What follows belongs to an exercise in optimizing a design on an open flow for small area, a short achievable clock period and few clock cycles; a production flow would make more cautious choices.

==> v13: inputs <==
==> flow/design.v <==
package stt_pkg;
  localparam int SLOTS = 16;
  localparam int QD    = 3;    
  localparam logic [1:0] OP_ADD    = 2'd0;
  localparam logic [1:0] OP_CANCEL = 2'd1;
  localparam logic [1:0] OP_TICK   = 2'd2;
  localparam logic [1:0] OP_NONE   = 2'd3;
endpackage
module stt_cell (
  input  logic        clk,
  input  logic        rst_n,
  input  logic        add_sel,     
  input  logic        tick,        
  input  logic        cancel,      
  input  logic [15:0] cancel_id,
  input  logic [23:0] ivl_in,
  input  logic        ivz_in,      
  input  logic        per_in,
  input  logic        rn_in,
  input  logic [15:0] new_id,
  output logic        valid,
  output logic        exp,         
  output logic [15:0] id
);
  logic [23:0] rem_r, ivl_r;
  logic        per_r, zero_r, ivz_r;
  assign exp = valid && zero_r;
  always_ff @(posedge clk) begin
    if (!rst_n)                          valid <= 1'b0;
    else if (add_sel)                    valid <= 1'b1;
    else if (tick && exp && !per_r)      valid <= 1'b0;
    else if (cancel && id == cancel_id)  valid <= 1'b0;
    if (add_sel) begin
      id    <= new_id;
      ivl_r <= ivl_in;
      ivz_r <= ivz_in;
      per_r <= per_in;
    end
    if (add_sel) begin
      rem_r  <= rn_in ? 24'd0 : ivl_in;
      zero_r <= rn_in || ivz_in;
    end else if (tick) begin
      rem_r  <= zero_r ? ivl_r : rem_r - 24'd1;
      zero_r <= zero_r ? ivz_r : (rem_r == 24'd1);
    end
  end
endmodule
module software_timer_table_top (
  input  logic          clk,
  input  logic          rst_n,
  input  logic          in_valid,
  output logic          in_ready,
  input  logic [43:0]   in_data,
  output logic          out_valid,
  input  logic          out_ready,
  output logic [18:0]   out_data
);
  localparam int SLOTS = stt_pkg::SLOTS;
  localparam int QD    = stt_pkg::QD;
  localparam int PW    = (QD > 1) ? $clog2(QD) : 1;
  logic [1:0]  op;
  logic [23:0] ivl_in;
  logic        per_in, rn_in, ivz_in;
  logic [15:0] cid_in;
  assign op     = in_data[43:42];
  assign ivl_in = in_data[41:18];
  assign per_in = in_data[17];
  assign rn_in  = in_data[16];
  assign cid_in = in_data[15:0];
  assign ivz_in = (ivl_in == 24'd0);
  logic [15:0]      next_id_r;
  logic             out_valid_r;
  logic [18:0]      out_data_r;
  logic [QD-1:0]    qv_r;               
  logic [QD-1:0]    qt_r;               
  logic [16:0]      qp_r [QD];          
  logic [PW-1:0]    head_r, tail_r;
  logic [SLOTS-1:0] valid_vec, exp_vec, first_free, add_sel, pend;
  logic [15:0]      ids [SLOTS];
  logic             acc, is_add, is_tick, is_cancel, lock, any_free, qfull;
  always_comb begin
    first_free = '0;
    for (int i = SLOTS - 1; i >= 0; i--)
      if (!valid_vec[i]) first_free = SLOTS'(1) << i;
  end
  assign any_free = !(&valid_vec);
  always_comb begin
    pend = '0;
    for (int k = 0; k < QD; k++)
      if (qv_r[k] && qt_r[k]) pend = pend | qp_r[k][SLOTS-1:0];
  end
  assign lock  = |(first_free & pend);
  assign qfull = &qv_r;
  assign in_ready  = !qfull && !lock;
  assign acc       = in_valid && in_ready;
  assign is_add    = acc && (op == stt_pkg::OP_ADD);
  assign is_tick   = acc && (op == stt_pkg::OP_TICK);
  assign is_cancel = acc && (op == stt_pkg::OP_CANCEL);
  assign add_sel   = is_add ? first_free : '0;
  for (genvar g = 0; g < SLOTS; g++) begin : g_slot
    stt_cell u_slot (
      .clk      (clk),
      .rst_n    (rst_n),
      .add_sel  (add_sel[g]),
      .tick     (is_tick),
      .cancel   (is_cancel),
      .cancel_id(cid_in),
      .ivl_in   (ivl_in),
      .ivz_in   (ivz_in),
      .per_in   (per_in),
      .rn_in    (rn_in),
      .new_id   (next_id_r),
      .valid    (valid_vec[g]),
      .exp      (exp_vec[g]),
      .id       (ids[g])
    );
  end
  logic             hv, ht;
  logic [16:0]      hp;
  always_comb begin
    hv = 1'b0;
    ht = 1'b0;
    hp = '0;
    for (int k = 0; k < QD; k++)
      if (head_r == PW'(k)) begin
        hv = qv_r[k];
        ht = qt_r[k];
        hp = qp_r[k];
      end
  end
  logic [SLOTS-1:0] smask, slow;
  logic [15:0]      sid;
  logic             slast;
  assign smask = hv ? hp[SLOTS-1:0] : exp_vec;
  assign slow  = smask & (~smask + SLOTS'(1));
  assign slast = (smask == slow);
  always_comb begin
    sid = '0;
    for (int i = 0; i < SLOTS; i++) if (slow[i]) sid = sid | ids[i];
  end
  logic        out_free, load_head, load_in, pop, push;
  logic [16:0] ack_pay;
  assign out_free  = !out_valid_r || out_ready;
  assign ack_pay   = {any_free ? next_id_r : 16'd0, !any_free};
  assign load_head = out_free && hv;
  assign load_in   = out_free && !hv;
  assign pop       = load_head && (!ht || slast);
  assign push      = is_add ? !load_in : (is_tick && |exp_vec && !(load_in && slast));
  always_ff @(posedge clk) begin
    if (!rst_n) begin
      next_id_r   <= '0;
      out_valid_r <= 1'b0;
      qv_r        <= '0;
      head_r      <= '0;
      tail_r      <= '0;
    end else begin
      if (is_add && any_free) next_id_r <= next_id_r + 16'd1;
      if (out_free)
        out_valid_r <= hv || is_add || (is_tick && |exp_vec);
      if (pop) begin
        qv_r[head_r] <= 1'b0;
        head_r       <= (head_r == PW'(QD - 1)) ? '0 : head_r + PW'(1);
      end
      if (push) begin
        qv_r[tail_r] <= 1'b1;
        tail_r       <= (tail_r == PW'(QD - 1)) ? '0 : tail_r + PW'(1);
      end
    end
    if (load_head) begin
      if (ht) out_data_r <= {1'b1, sid, 1'b0, slast};
      else    out_data_r <= {1'b0, hp[16:1], hp[0], 1'b1};
    end else if (load_in) begin
      if (is_add) out_data_r <= {1'b0, ack_pay[16:1], ack_pay[0], 1'b1};
      else        out_data_r <= {1'b1, sid, 1'b0, slast};
    end
    if (load_head && ht) qp_r[head_r] <= hp & ~{1'b0, slow};
    if (push) begin
      qt_r[tail_r] <= !is_add;
      qp_r[tail_r] <= is_add ? ack_pay : {1'b0, load_in ? exp_vec & ~slow : exp_vec};
    end
  end
  assign out_valid = out_valid_r;
  assign out_data  = out_data_r;
endmodule
==> flow/run.sh <==
#!/bin/bash
# synth_recipe.tcl (not shown) runs the flow's synth.tcl, then flattens the netlist and writes it again
# the make line also repeats each setting of config.mk as NAME=value (left out here)
make -C /OpenROAD-flow-scripts/flow DESIGN_CONFIG=/design/flow/config.mk WORK_HOME=/design/flow/orfs CLKGATE_MAP_FILE= SYNTH_SCRIPT=/design/flow/synth_recipe.tcl finish
==> flow/config.mk <==
export PLATFORM = sky130hd
export DESIGN_NAME = software_timer_table_top
export DESIGN_NICKNAME = software_timer_table_top
export VERILOG_FILES = /design/flow/design.v
export SDC_FILE = /design/flow/constraint.sdc
export NUM_CORES = 4
export LEC_CHECK = 0
export CAP_MARGIN = 20
export CORE_MARGIN = 2
export CORE_UTILIZATION = 40
export SLEW_MARGIN = 20
==> flow/constraint.sdc <==
create_clock -name core_clock -period 7.0 [get_ports {clk}]
set_input_delay 1.4000 -clock core_clock [delete_from_list [all_inputs] [get_ports {clk}]]
set_output_delay 1.4000 -clock core_clock [all_outputs]
set_load 0.01 [all_outputs]
==> v10 (differences from v13) <==
--- a/flow/design.v
+++ b/flow/design.v
@@ -19,17 +19,22 @@
   input  logic        rn_in,
   input  logic [15:0] new_id,
   output logic        valid,
+  output logic        valid_nxt,   
   output logic        exp,         
   output logic [15:0] id
 );
   logic [23:0] rem_r, ivl_r;
   logic        per_r, zero_r, ivz_r;
   assign exp = valid && zero_r;
+  always_comb begin
+    if (!rst_n)                          valid_nxt = 1'b0;
+    else if (add_sel)                    valid_nxt = 1'b1;
+    else if (tick && exp && !per_r)      valid_nxt = 1'b0;
+    else if (cancel && id == cancel_id)  valid_nxt = 1'b0;
+    else                                 valid_nxt = valid;
+  end
   always_ff @(posedge clk) begin
-    if (!rst_n)                          valid <= 1'b0;
-    else if (add_sel)                    valid <= 1'b1;
-    else if (tick && exp && !per_r)      valid <= 1'b0;
-    else if (cancel && id == cancel_id)  valid <= 1'b0;
+    valid <= valid_nxt;
     if (add_sel) begin
       id    <= new_id;
       ivl_r <= ivl_in;
@@ -75,8 +80,9 @@
   logic [QD-1:0]    qt_r;               
   logic [16:0]      qp_r [QD];          
   logic [PW-1:0]    head_r, tail_r;
-  logic [SLOTS-1:0] valid_vec, exp_vec, first_free, add_sel, pend;
+  logic [SLOTS-1:0] valid_vec, exp_vec, first_free, add_sel;
   logic [15:0]      ids [SLOTS];
+  logic [SLOTS-1:0] valid_nxt;
   logic             acc, is_add, is_tick, is_cancel, lock, any_free, qfull;
   always_comb begin
     first_free = '0;
@@ -84,12 +90,8 @@
       if (!valid_vec[i]) first_free = SLOTS'(1) << i;
   end
   assign any_free = !(&valid_vec);
-  always_comb begin
-    pend = '0;
-    for (int k = 0; k < QD; k++)
-      if (qv_r[k] && qt_r[k]) pend = pend | qp_r[k][SLOTS-1:0];
-  end
-  assign lock  = |(first_free & pend);
+  logic [SLOTS-1:0] lock_r;
+  assign lock  = |lock_r;
   assign qfull = &qv_r;
   assign in_ready  = !qfull && !lock;
   assign acc       = in_valid && in_ready;
@@ -111,6 +113,7 @@
       .rn_in    (rn_in),
       .new_id   (next_id_r),
       .valid    (valid_vec[g]),
+      .valid_nxt(valid_nxt[g]),
       .exp      (exp_vec[g]),
       .id       (ids[g])
     );
@@ -146,6 +149,28 @@
   assign load_in   = out_free && !hv;
   assign pop       = load_head && (!ht || slast);
   assign push      = is_add ? !load_in : (is_tick && |exp_vec && !(load_in && slast));
+  logic [QD-1:0]    qv_nxt, qt_nxt;
+  logic [16:0]      qp_nxt [QD];
+  logic [SLOTS-1:0] pend_nxt;
+  always_comb begin
+    qv_nxt = qv_r;
+    qt_nxt = qt_r;
+    for (int k = 0; k < QD; k++) qp_nxt[k] = qp_r[k];
+    if (load_head && ht) qp_nxt[head_r] = hp & ~{1'b0, slow};
+    if (pop) qv_nxt[head_r] = 1'b0;
+    if (push) begin
+      qv_nxt[tail_r] = 1'b1;
+      qt_nxt[tail_r] = !is_add;
+      qp_nxt[tail_r] = is_add ? ack_pay : {1'b0, load_in ? exp_vec & ~slow : exp_vec};
+    end
+    pend_nxt = '0;
+    for (int k = 0; k < QD; k++)
+      if (qv_nxt[k] && qt_nxt[k]) pend_nxt = pend_nxt | qp_nxt[k][SLOTS-1:0];
+  end
+  always_ff @(posedge clk) begin
+    if (!rst_n) lock_r <= '0;
+    else        lock_r <= pend_nxt & ~valid_nxt;
+  end
   always_ff @(posedge clk) begin
     if (!rst_n) begin
       next_id_r   <= '0;
@@ -157,14 +182,9 @@
       if (is_add && any_free) next_id_r <= next_id_r + 16'd1;
       if (out_free)
         out_valid_r <= hv || is_add || (is_tick && |exp_vec);
-      if (pop) begin
-        qv_r[head_r] <= 1'b0;
-        head_r       <= (head_r == PW'(QD - 1)) ? '0 : head_r + PW'(1);
-      end
-      if (push) begin
-        qv_r[tail_r] <= 1'b1;
-        tail_r       <= (tail_r == PW'(QD - 1)) ? '0 : tail_r + PW'(1);
-      end
+      qv_r <= qv_nxt;
+      if (pop)  head_r <= (head_r == PW'(QD - 1)) ? '0 : head_r + PW'(1);
+      if (push) tail_r <= (tail_r == PW'(QD - 1)) ? '0 : tail_r + PW'(1);
     end
     if (load_head) begin
       if (ht) out_data_r <= {1'b1, sid, 1'b0, slast};
@@ -173,11 +193,8 @@
       if (is_add) out_data_r <= {1'b0, ack_pay[16:1], ack_pay[0], 1'b1};
       else        out_data_r <= {1'b1, sid, 1'b0, slast};
     end
-    if (load_head && ht) qp_r[head_r] <= hp & ~{1'b0, slow};
-    if (push) begin
-      qt_r[tail_r] <= !is_add;
-      qp_r[tail_r] <= is_add ? ack_pay : {1'b0, load_in ? exp_vec & ~slow : exp_vec};
-    end
+    qt_r <= qt_nxt;
+    for (int k = 0; k < QD; k++) qp_r[k] <= qp_nxt[k];
   end
   assign out_valid = out_valid_r;
   assign out_data  = out_data_r;
--- a/flow/config.mk
+++ b/flow/config.mk
@@ -7,5 +7,7 @@
 export LEC_CHECK = 0
 export CAP_MARGIN = 20
 export CORE_MARGIN = 2
-export CORE_UTILIZATION = 40
+export CORE_UTILIZATION = 55
+export SETUP_SLACK_MARGIN = 4.2
 export SLEW_MARGIN = 20
+export TNS_END_PERCENT = 10
==> comparison <==
Against v10, the first-iteration DRC count of v13 is smaller by about 20%.
Clock-buffer cell count: v10 is higher than v13 (12).
Against v13, the die area of v10 is lower by 27%.
Between v10 and v13, the lower worst setup slack is in v13 (gap 1.8 ns).
Between v13 and v10, the lower hold slack is in v10 (gap 0.014 ns).
Of v10 and v13, v10 has the higher global-route usage (gap 13 points).
Final cell count: v10 is higher than v13 (6.9%).
Of v13 and v10, v10 has the higher design area (gap about 10%, measured against v10).
Via count: v10 is higher than v13 (about 17%).
No functional check of the RTL was part of any run of this note.

[separate check: timing with driven ports]
No port has a modelled driver above. Below, the same layouts with a new extraction and two added sets of constraints.
Step 1 assumes that a clkbuf_16 drives the clock port and a buf_2 every other input.
Step 2 also shifts input and output timing later by t, the mid clock arrival at the registers, as if the neighbouring blocks saw the same clock.
Three values: ideal ports, drivers, drivers and shift; two values: the first two.
run | shift t [ns] | slack for setup (ns) | worst setup path at the end
v13 | 0.821 | 1.314 / 1.228 / 1.622 | input to register
v10 | 0.837 | 3.157 / 3.157 / 2.611 | input to register
After both steps every run listed still meets setup and hold. For v10, which loses most, drivers alone change the setup slack by 0.000 ns; drivers and shift together by -0.546 ns.
